Source: an optimization exercise on an open RTL-to-GDS flow (aim: a short achievable clock period and few clock cycles). Production flows keep margins and buffers that such runs may drop.
Function was checked by simulation only, so behaviour that the tests miss may differ from the original.
Power and IR drop assume default switching activity.

[config.mk]
export PLATFORM = sky130hd
export DESIGN_NAME = cpu_top
export DESIGN_NICKNAME = cpu_top
export VERILOG_FILES = /design/flow/design.v
export SDC_FILE = /design/flow/constraint.sdc
export NUM_CORES = 4
export LEC_CHECK = 0
export CAP_MARGIN = 20
export CORE_MARGIN = 2
export CORE_UTILIZATION = 40
export SLEW_MARGIN = 20
[constraint.sdc]
create_clock -name core_clock -period 5.0 [get_ports {clk}]
set_input_delay 1.0000 -clock core_clock [delete_from_list [all_inputs] [get_ports {clk}]]
set_output_delay 1.0000 -clock core_clock [all_outputs]
set_load 0.01 [all_outputs]
[design.v]
package cpu_pkg;
	typedef logic [16-1:0] addr_t;
	typedef logic [8-1:0] data_t;
	typedef logic [3:0] nibble_t;
	typedef logic [3:0] reg_sel_t;
	typedef enum logic [3:0] {
		GRP_IDL_LDN, GRP_INC, GRP_DEC, GRP_SBR,
		GRP_LDA, GRP_STR, GRP_IO, GRP_CTRL,
		GRP_GLO, GRP_GHI, GRP_PLO, GRP_PHI,
		GRP_LBR, GRP_SEP, GRP_SEX, GRP_ALU
	} op_group_t;
	typedef enum logic [1:0] {
		ST_FETCH,
		ST_EXEC,
		ST_MEM_WAIT,
		ST_IDLE
	} core_state_t;
	typedef enum logic [3:0] {
		ALU_PASS, ALU_OR, ALU_AND, ALU_XOR, ALU_ADD,
		ALU_SD, ALU_SHR, ALU_SM, ALU_SHL
	} alu_op_t;
endpackage
module cpu_alu (
	input  cpu_pkg::alu_op_t op,
	input  cpu_pkg::data_t d,
	input  cpu_pkg::data_t b,
	input  logic df,
	input  logic [2:0] cond_sel,
	input  logic cond_inv,
	input  logic q,
	input  cpu_pkg::nibble_t ef,
	output cpu_pkg::data_t result,
	output logic df_out,
	output logic take_branch
);
	logic [8:0] sum;    
	logic cond;
	always_comb begin
		result = b;
		df_out = df;
		sum = '0;
		case (op)
			cpu_pkg::ALU_OR: result = d | b;
			cpu_pkg::ALU_AND: result = d & b;
			cpu_pkg::ALU_XOR: result = d ^ b;
			cpu_pkg::ALU_ADD: begin
				sum = {1'b0, d} + {1'b0, b};
				{df_out, result} = sum;
			end
			cpu_pkg::ALU_SD: begin
				sum = {1'b0, b} + {1'b0, ~d} + 1'b1;    
				{df_out, result} = sum;
			end
			cpu_pkg::ALU_SM: begin
				sum = {1'b0, d} + {1'b0, ~b} + 1'b1;
				{df_out, result} = sum;
			end
			cpu_pkg::ALU_SHR: begin
				df_out = d[0];
				result = {1'b0, d[7:1]};
			end
			cpu_pkg::ALU_SHL: begin
				df_out = d[7];
				result = {d[6:0], 1'b0};
			end
			default: result = b;
		endcase
	end
	always_comb begin
		case (cond_sel)
			3'd0: cond = 1'b1;
			3'd1: cond = q;
			3'd2: cond = (d == '0);
			3'd3: cond = df;
			default: cond = ef[cond_sel[1:0]];    
		endcase
	end
	assign take_branch = cond ^ cond_inv;
endmodule
module qspi_rom_reader (
	input  logic clk,
	input  logic rst_n,
	input  logic start,
	input  cpu_pkg::addr_t addr,
	input  cpu_pkg::nibble_t rom_din,
	output logic rom_cs_n,
	output logic rom_sclk,
	output cpu_pkg::nibble_t rom_dout,
	output cpu_pkg::nibble_t rom_oe_n,
	output cpu_pkg::data_t data,
	output logic done
);
	logic [4:0] cnt;
	always_ff @(posedge clk) begin
		if (!rst_n) begin
			cnt <= '0;
			rom_cs_n <= 1'b1;
			rom_sclk <= 1'b0;
			rom_dout <= '0;
			rom_oe_n <= 4'b1111;
			done <= 1'b0;
		end else begin
			done <= 1'b0;
			if (cnt == '0) begin
				if (start) begin
					cnt <= 5'd1;
					rom_cs_n <= 1'b0;
					rom_sclk <= 1'b0;
					rom_oe_n <= 4'b0000;
					rom_dout <= '0;    
				end
			end else begin
				cnt <= (cnt == 5'd28) ? 5'd0 : cnt + 5'd1;
				rom_sclk <= cnt[0];
				case (cnt)
					5'd2: rom_dout <= '0;
					5'd4: rom_dout <= addr[15:12];
					5'd6: rom_dout <= addr[11:8];
					5'd8: rom_dout <= addr[7:4];
					5'd10: rom_dout <= addr[3:0];
					5'd12: rom_dout <= 4'b1010;
					5'd14: rom_dout <= 4'b0101;
					5'd16: begin
						rom_oe_n <= 4'b1111;    
						rom_dout <= '0;
					end
					5'd28: begin
						rom_cs_n <= 1'b1;
						done <= 1'b1;
					end
					default: ;
				endcase
			end
		end
	end
	always_ff @(posedge clk) begin
		if (cnt == 5'd25)
			data[7:4] <= rom_din;
		if (cnt == 5'd27)
			data[3:0] <= rom_din;
	end
endmodule
module mem_ctrl #(
	parameter int RAM_SIZE = 128
) (
	input  logic clk,
	input  logic rst_n,
	input  cpu_pkg::nibble_t rom_din,
	output logic rom_cs_n,
	output logic rom_sclk,
	output cpu_pkg::nibble_t rom_dout,
	output cpu_pkg::nibble_t rom_oe_n,
	input  logic mem_start,
	input  logic mem_write,
	input  cpu_pkg::addr_t mem_addr,
	input  cpu_pkg::data_t mem_wdata,
	output cpu_pkg::data_t mem_rdata,
	output logic mem_done
);
	localparam int IDX_W = $clog2(RAM_SIZE);
	cpu_pkg::data_t ram [0:RAM_SIZE-1];
	cpu_pkg::data_t ram_rdata;
	cpu_pkg::data_t rom_data;
	logic is_ram;
	logic rom_start;
	logic rom_done;
	logic local_done;    
	assign is_ram = mem_addr[16-1];
	assign rom_start = mem_start && !is_ram && !mem_write;
	always_ff @(posedge clk) begin
		if (mem_start && is_ram) begin
			if (mem_write)
				ram[mem_addr[IDX_W-1:0]] <= mem_wdata;
			ram_rdata <= ram[mem_addr[IDX_W-1:0]];
		end
	end
	always_ff @(posedge clk) begin
		if (!rst_n)
			local_done <= 1'b0;
		else
			local_done <= mem_start && (is_ram || mem_write);
	end
	assign mem_done = local_done || rom_done;
	assign mem_rdata = local_done ? ram_rdata : rom_data;
	qspi_rom_reader i_rom_reader (
		.clk      (clk),
		.rst_n    (rst_n),
		.start    (rom_start),
		.addr     (mem_addr),
		.rom_din  (rom_din),
		.rom_cs_n (rom_cs_n),
		.rom_sclk (rom_sclk),
		.rom_dout (rom_dout),
		.rom_oe_n (rom_oe_n),
		.data     (rom_data),
		.done     (rom_done)
	);
endmodule
module cpu_core (
	input  logic clk,
	input  logic rst_n,
	input  cpu_pkg::nibble_t ef_n,
	output logic q,
	output logic mem_start,
	output logic mem_write,
	output cpu_pkg::addr_t mem_addr,
	output cpu_pkg::data_t mem_wdata,
	input  cpu_pkg::data_t mem_rdata,
	input  logic mem_done
);
	cpu_pkg::addr_t regs [0:15];
	cpu_pkg::data_t d;
	logic df;
	cpu_pkg::data_t b;
	cpu_pkg::data_t ir;
	cpu_pkg::reg_sel_t x;
	cpu_pkg::reg_sel_t p;
	cpu_pkg::nibble_t ef_meta;
	cpu_pkg::nibble_t ef;
	cpu_pkg::core_state_t state;
	logic ld_ir;       
	logic ld_b;        
	logic b_ready;     
	logic req_start;
	logic req_write;
	cpu_pkg::addr_t req_addr;
	cpu_pkg::op_group_t grp;
	cpu_pkg::reg_sel_t n;
	cpu_pkg::alu_op_t alu_op;
	logic alu_shift;
	cpu_pkg::data_t alu_result;
	logic alu_df;
	logic take_branch;
	assign grp = cpu_pkg::op_group_t'(ir[7:4]);
	assign n = ir[3:0];
	assign mem_start = req_start;
	assign mem_write = req_write;
	assign mem_addr = req_addr;
	assign mem_wdata = d;    
	always_comb begin
		alu_op = cpu_pkg::ALU_PASS;    
		if (grp == cpu_pkg::GRP_ALU) begin
			case (n[2:0])
				3'd1: alu_op = cpu_pkg::ALU_OR;
				3'd2: alu_op = cpu_pkg::ALU_AND;
				3'd3: alu_op = cpu_pkg::ALU_XOR;
				3'd4: alu_op = cpu_pkg::ALU_ADD;
				3'd5: alu_op = cpu_pkg::ALU_SD;
				3'd6: alu_op = n[3] ? cpu_pkg::ALU_SHL : cpu_pkg::ALU_SHR;
				3'd7: alu_op = cpu_pkg::ALU_SM;
				default: alu_op = cpu_pkg::ALU_PASS;
			endcase
		end
	end
	assign alu_shift = (alu_op == cpu_pkg::ALU_SHR) || (alu_op == cpu_pkg::ALU_SHL);
	cpu_alu i_alu (
		.op          (alu_op),
		.d           (d),
		.b           (b),
		.df          (df),
		.cond_sel    (ir[2:0]),
		.cond_inv    (ir[3]),
		.q           (q),
		.ef          (ef),
		.result      (alu_result),
		.df_out      (alu_df),
		.take_branch (take_branch)
	);
	task automatic issue_access(input cpu_pkg::addr_t a, input logic wr, input logic to_b);
		req_start <= 1'b1;
		req_write <= wr;
		req_addr <= a;
		ld_ir <= 1'b0;
		ld_b <= to_b;
		state <= cpu_pkg::ST_MEM_WAIT;
	endtask
	always_ff @(posedge clk) begin
		ef_meta <= ~ef_n;    
		ef <= ef_meta;
		req_start <= 1'b0;
		if (!rst_n) begin
			state <= cpu_pkg::ST_FETCH;
			regs[0] <= 16'h0000;
			x <= '0;
			p <= '0;
			d <= '0;
			df <= 1'b0;
			q <= 1'b0;
			req_write <= 1'b0;
			ld_ir <= 1'b0;
			ld_b <= 1'b0;
			b_ready <= 1'b0;
		end else begin
			case (state)
				cpu_pkg::ST_FETCH: begin
					issue_access(regs[p], 1'b0, 1'b0);
					ld_ir <= 1'b1;
					regs[p] <= regs[p] + 1'b1;
				end
				cpu_pkg::ST_MEM_WAIT: begin
					if (mem_done) begin
						if (req_write) begin
							state <= cpu_pkg::ST_FETCH;
						end else if (ld_ir) begin
							ir <= mem_rdata;
							b_ready <= 1'b0;
							state <= cpu_pkg::ST_EXEC;
						end else if (ld_b) begin
							b <= mem_rdata;
							b_ready <= 1'b1;
							state <= cpu_pkg::ST_EXEC;
						end else begin
							d <= mem_rdata;
							state <= cpu_pkg::ST_FETCH;
						end
					end
				end
				cpu_pkg::ST_EXEC: begin
					state <= cpu_pkg::ST_FETCH;
					case (grp)
						cpu_pkg::GRP_IDL_LDN: begin
							if (n == 4'h0)
								state <= cpu_pkg::ST_IDLE;
							else
								issue_access(regs[n], 1'b0, 1'b0);
						end
						cpu_pkg::GRP_INC: regs[n] <= regs[n] + 1'b1;
						cpu_pkg::GRP_DEC: regs[n] <= regs[n] - 1'b1;
						cpu_pkg::GRP_SBR: begin
							if (b_ready)
								regs[p][7:0] <= b;    
							else if (take_branch)
								issue_access(regs[p], 1'b0, 1'b1);
							else
								regs[p] <= regs[p] + 1'b1;    
						end
						cpu_pkg::GRP_LDA: begin
							issue_access(regs[n], 1'b0, 1'b0);
							regs[n] <= regs[n] + 1'b1;
						end
						cpu_pkg::GRP_STR: issue_access(regs[n], 1'b1, 1'b0);
						cpu_pkg::GRP_CTRL, cpu_pkg::GRP_ALU: begin
							if (ir == 8'h7A) begin
								q <= 1'b0;
							end else if (ir == 8'h7B) begin
								q <= 1'b1;
							end else if (grp == cpu_pkg::GRP_ALU || n == 4'h2) begin
								if (b_ready || alu_shift) begin
									d <= alu_result;
									df <= alu_df;
								end else if (n[3]) begin
									issue_access(regs[p], 1'b0, 1'b1);    
									regs[p] <= regs[p] + 1'b1;
								end else begin
									issue_access(regs[x], 1'b0, 1'b1);
									if (grp == cpu_pkg::GRP_CTRL)
										regs[x] <= regs[x] + 1'b1;    
								end
							end
						end
						cpu_pkg::GRP_GLO: d <= regs[n][7:0];
						cpu_pkg::GRP_GHI: d <= regs[n][15:8];
						cpu_pkg::GRP_PLO: regs[n][7:0] <= d;
						cpu_pkg::GRP_PHI: regs[n][15:8] <= d;
						cpu_pkg::GRP_SEP: p <= n;
						cpu_pkg::GRP_SEX: x <= n;
						default: ;    
					endcase
				end
				default: ;    
			endcase
		end
	end
endmodule
module cpu_top (
	input  logic clk,
	input  logic rst_n,
	input  cpu_pkg::nibble_t ef_n,
	input  cpu_pkg::nibble_t rom_din,
	output logic q,
	output logic rom_cs_n,
	output logic rom_sclk,
	output cpu_pkg::nibble_t rom_dout,
	output cpu_pkg::nibble_t rom_oe_n
);
	logic mem_start;
	logic mem_write;
	cpu_pkg::addr_t mem_addr;
	cpu_pkg::data_t mem_wdata;
	cpu_pkg::data_t mem_rdata;
	logic mem_done;
	cpu_core i_core (
		.clk   (clk),
		.rst_n (rst_n),
		.ef_n  (ef_n),
		.q     (q),
		.mem_start (mem_start),
		.mem_write (mem_write),
		.mem_addr  (mem_addr),
		.mem_wdata (mem_wdata),
		.mem_rdata (mem_rdata),
		.mem_done  (mem_done)
	);
	mem_ctrl i_mem_ctrl (
		.clk      (clk),
		.rst_n    (rst_n),
		.rom_din  (rom_din),
		.rom_cs_n (rom_cs_n),
		.rom_sclk (rom_sclk),
		.rom_dout (rom_dout),
		.rom_oe_n (rom_oe_n),
		.mem_start (mem_start),
		.mem_write (mem_write),
		.mem_addr  (mem_addr),
		.mem_wdata (mem_wdata),
		.mem_rdata (mem_rdata),
		.mem_done  (mem_done)
	);
endmodule
[run.sh]
#!/bin/bash
# synth_recipe.tcl (not shown) runs the flow's synth.tcl, then flattens the netlist and writes it again
# the make line also repeats each setting of config.mk as NAME=value (left out here)
make -C /OpenROAD-flow-scripts/flow DESIGN_CONFIG=/design/flow/config.mk WORK_HOME=/design/flow/orfs CLKGATE_MAP_FILE= SYNTH_SCRIPT=/design/flow/synth_recipe.tcl finish
==> key figures <==
Finish
  • Utilization after layout: 46.0%
  • Area delta synth->final: 14.3%
  • Commonest non-fill, non-tap cell in the layout: edfxtp_1
  • Share of cells above drive strength 1: 18.1%
  • Final nets: 3993
  • Fin cells: 5979
  • Area occupied by multi-input gates: about 0.017 mm²
  • Commonest non-fill, non-tap cells in the layout: 1328 x edfxtp_1, 382 x a22oi_1, 266 x buf_4
  • Storage cell area: 0.0411 mm²
  • Cell area after layout: 0.0679 mm²
  • Filler cells: 12651

Global routing
  • GRT met2 Usage: 35.7%
  • Largest net degree at the start of global routing: 98
  • Vias in the first global route: 35895
  • First-pass GRT wire length: 256 mm
  • Most Crowded Layer GR: met2
  • GRT overflow: 0
  • GRT Resource Usage Total: 23.0%
  • Met3 Use GR: 4.60%
  • Grt met1 use: 32.0%
  • Initial antenna violation count: 4

Detailed routing
  • Vias/cell: 6.23
  • DRT Wirelength: 176 mm
  • Initial detailed-routing violation count: about 4600
  • Residual DRC: 0
  • DR vias: 37279
  • Pre-Repair DR Iteration Count: 6
  • Drt wl/cell: 29.5 µm
  • ANT nets after route: 0

Place
  • Port bufs: 20
  • Area post-placement: about 0.063 mm²
  • Post-DP HPWL: between 100 and 150 mm
  • Gpl congestion: between 0.9 and 1
  • Worst slack, placed: 0.198 ns
  • Placed insts: 5722

Timing
  • Setup TNS: 0 ns
  • Final period utilization: 92.5%
  • Slew headroom: 20.6%
  • # setup viols final: 0
  • Setup ws final: 0.373 ns
  • Slew Viols, Final: 0
  • Worst-margin pin slew: 1.18 ns
  • Fin crit period: 4.63 ns
  • Final Hold Fails: 0
  • Clk_skew: 0.0379 ns
  • Fin Hold WS: 0.325 ns
  • Fmax: 216 MHz
  • RSZ-0062 raised after global routing: false

Yosys
  • Synth Register Bits: 1387
  • Post-synth top flop: edfxtp_1
  • Post-synth EDFFs: 1328
  • Mapped Cells: ~3800
  • Syn_area_per_cell: 15.8 µm²
  • Synth Net Count: 3813
  • Async SR Flop Fraction: 0%
  • Sequential-to-total area share from yosys stat: around 69%
  • Mapped cell area: slightly below 0.06 mm²
  • Library cells used by synthesis: 79
  • Ys Warns: 4

Critical path
  • R2R depth: 10
  • R2R setup slack: 0.37 ns
  • Critical path class: register to register
  • Worst reg2reg path endpoint: i_core.regs[0][15]
  • Max FO, Critical Path: a little over 40
  • Arr. time, crit path: between 5 and 6 ns
  • WP data required: ~5.4 ns
  • CP Launch Type: register
  • CP Capture Type: register

CTS
  • Setup Fix Bufs, Post-CTS: 0
  • Hold buffers post-CTS: 0
  • Clk sinks: between 1000 and 1500
  • TritonCTS clock tree: done
  • Clock-pin transition on the worst setup and hold timing paths: 0.06 ns
  • Number of H-tree levels: 4
  • Root buf cell: clkbuf_16
  • Clock buffer depth: 3
  • TritonCTS Buffers: ~140
  • Skew-Pair Late Insertion Delay: roughly 0.8 ns
  • Post_cts resized: 0

Status
  • Outcome: finished clean

Pwr
  • Leak: 21.6 nW
  • Power Dens Cells: 406 mW/mm²
  • Tot Pwr: 27.5 mW
  • Worst vdd ir: 398 µV

Hold path
  • Hold path startpoint: i_core.ef_meta[3]
  • Hold Path Class: register to register
  • Hold path depth: 0
  • Hold EP: i_core.ef[3]

Floorplan
  • Die ar.: 0.151 mm²
  • Core area: 0.147 mm²
  • Die Span X: 389 µm
  • Die H: between 300 and 400 µm
  • Starting Density: 40.2%
  • Ports: 21
  • Row cnt: 141

Flow run
  • Max-cap viol count: 0
[synth_stat cells, types with 8 or more instances]
cell type  number  area, µm²
and3_1         16        100
nand4_1        80        500
a21o_1         13       97.6
a21oi_1        73        365
a211oi_1       10       75.1
edfxtp_1     1328      39900
o2111ai_1       8       70.1
and2_1         12       75.1
nor4_1         20        125
mux2_2         14        158
a221oi_1      133       1160
or3_1           8       50.1
nand2b_1       20        125
o211ai_1       22        165
o31ai_1         8       60.1
o21ai_0        80        400
buf_2          17       85.1
buf_1          48        180
clkbuf_1      188        706
a22o_1        104        911
nand2_1       129        484
nor2b_1        24        150
xor2_1         15        131
a31oi_1        68        425
o21bai_1       19        143
buf_4          10       75.1
a22oi_1       382       2870
dfxtp_1        59       1180
mux4_2        192       4320
nor3_1         31        155
o22ai_1        16        100
nand3_1        45        225
xnor2_1        35        307
inv_1          46        173
ha_1           44        551
nor2_1        258        968
mux2i_1        69        691
or2_2           8       50.1
[state kept, by name, indices dropped and copies added (netlist names), 2 cells and up, named ones only]
name / count
i_mem_ctrl.ram: 1024
i_core.b: 8
i_core.req_addr: 16
i_mem_ctrl.i_rom_reader.data: 8
i_mem_ctrl.i_rom_reader.rom_dout: 4
i_core.d: 8
i_core.p: 4
i_core.ef_meta: 4
i_core.regs: 256
i_core.state: 2
i_mem_ctrl.i_rom_reader.cnt: 5
i_core.x: 4
i_mem_ctrl.ram_rdata: 8
i_core.ir: 8
i_core.ef: 4
[final cells by class]
cell class | count | area share, %
Sequential cell | 1387 | 60.6
Multi-Input combinational cell | 2054 | 25.1
Clock buffer | 179 | 5.58
Timing Repair Buffer | 303 | 3.74
Tap cell | 1930 | 3.56
Clock inverter | 77 | 1.14
Inverter | 48 | 0.266
Antenna cell | 1 | 0.00369
[worst max path at each step]
stage,startpoint,to,slack (ns)
2_1_floorplan,i_core.d[1],i_core.regs[11][10],0.08
3_3_place_gp,rst_n,i_core.regs[8][7],0.28
3_5_place_dp,rst_n,i_core.regs[8][7],0.20
4_1_cts,register,i_core.regs[0][15],0.36
5_1_grt,register,i_core.regs[0][15],0.07
6_report,register,i_core.regs[0][15],0.37
[per-layer routing]
metal  vias to the layer above  share of wire [%]
met3                       364                8.8
met4                         2                3.9
met2                      1985                 46
li1                      15881                  -
met1                     19047                 41
met5                         -             0.0079
[worst max-delay path: stages, from the launching register on]
cell	delay [ns]
dfxtp_4	0.51
buf_12	0.34
mux4_2	0.59
a22oi_1	0.40
nand2_2	0.20
or2_0	0.27
or4b_1	0.54
or4b_1	0.52
o21ai_0	0.12
a21oi_2	0.08
a22oi_2	0.66
[kinds of logic (layout without fill, tap and decap cells)]
group,Yosys count,count (layout),synth area share (%)
xor+xnor,50,50,0.738
flops,1387,1387,69.2
compound gates,994,994,12.4
mux,280,280,8.94
fa+ha+maj,47,47,1.03
other cells,0,1,0
simple gates,683,683,5.54
buf+inv,315,607,2.17
[report_power, final]
part	switching (mW)	total [mW]	internal, mW
Sequential	0.231	13.4	13.2
Combinational	2.56	3.74	1.17
Clock	4.54	10.4	5.84
Total	7.33	27.5	20.2
Testbench counts, summed over its fixed seeds: cycles 1,182,990.

separate check: timing with driven ports:
How much do the figures lean on ideal ports? The routed layout below was timed once more, with nothing changed but the port constraints. Step 1 (the two cells are an assumption about what drives the block):
set clk [get_ports {clk}]
set_driving_cell -lib_cell sky130_fd_sc_hd__clkbuf_16 $clk
set_driving_cell -lib_cell sky130_fd_sc_hd__buf_2 [delete_from_list [all_inputs] $clk]
Step 2 times the ports against the registers' clock, not the clock port: input delays grow and output delays shrink by t, the midpoint of the rising clock arrivals with the driver on. Three values: ideal ports, drivers, drivers and shift; two values: the first two.
shift t [ns]: 0.846
setup WS [ns]: 0.373 / 0.373 / 0.124
clock arrival spread, ns: 0.050 / 0.050
worst register clock-pin slew, ns: 0.07 / 0.07
cell pins on the clock port's net: 1
After both steps setup and hold are still met in this run. The setup slack of this run moves by 0.000 ns with the drivers and by -0.249 ns with both steps.
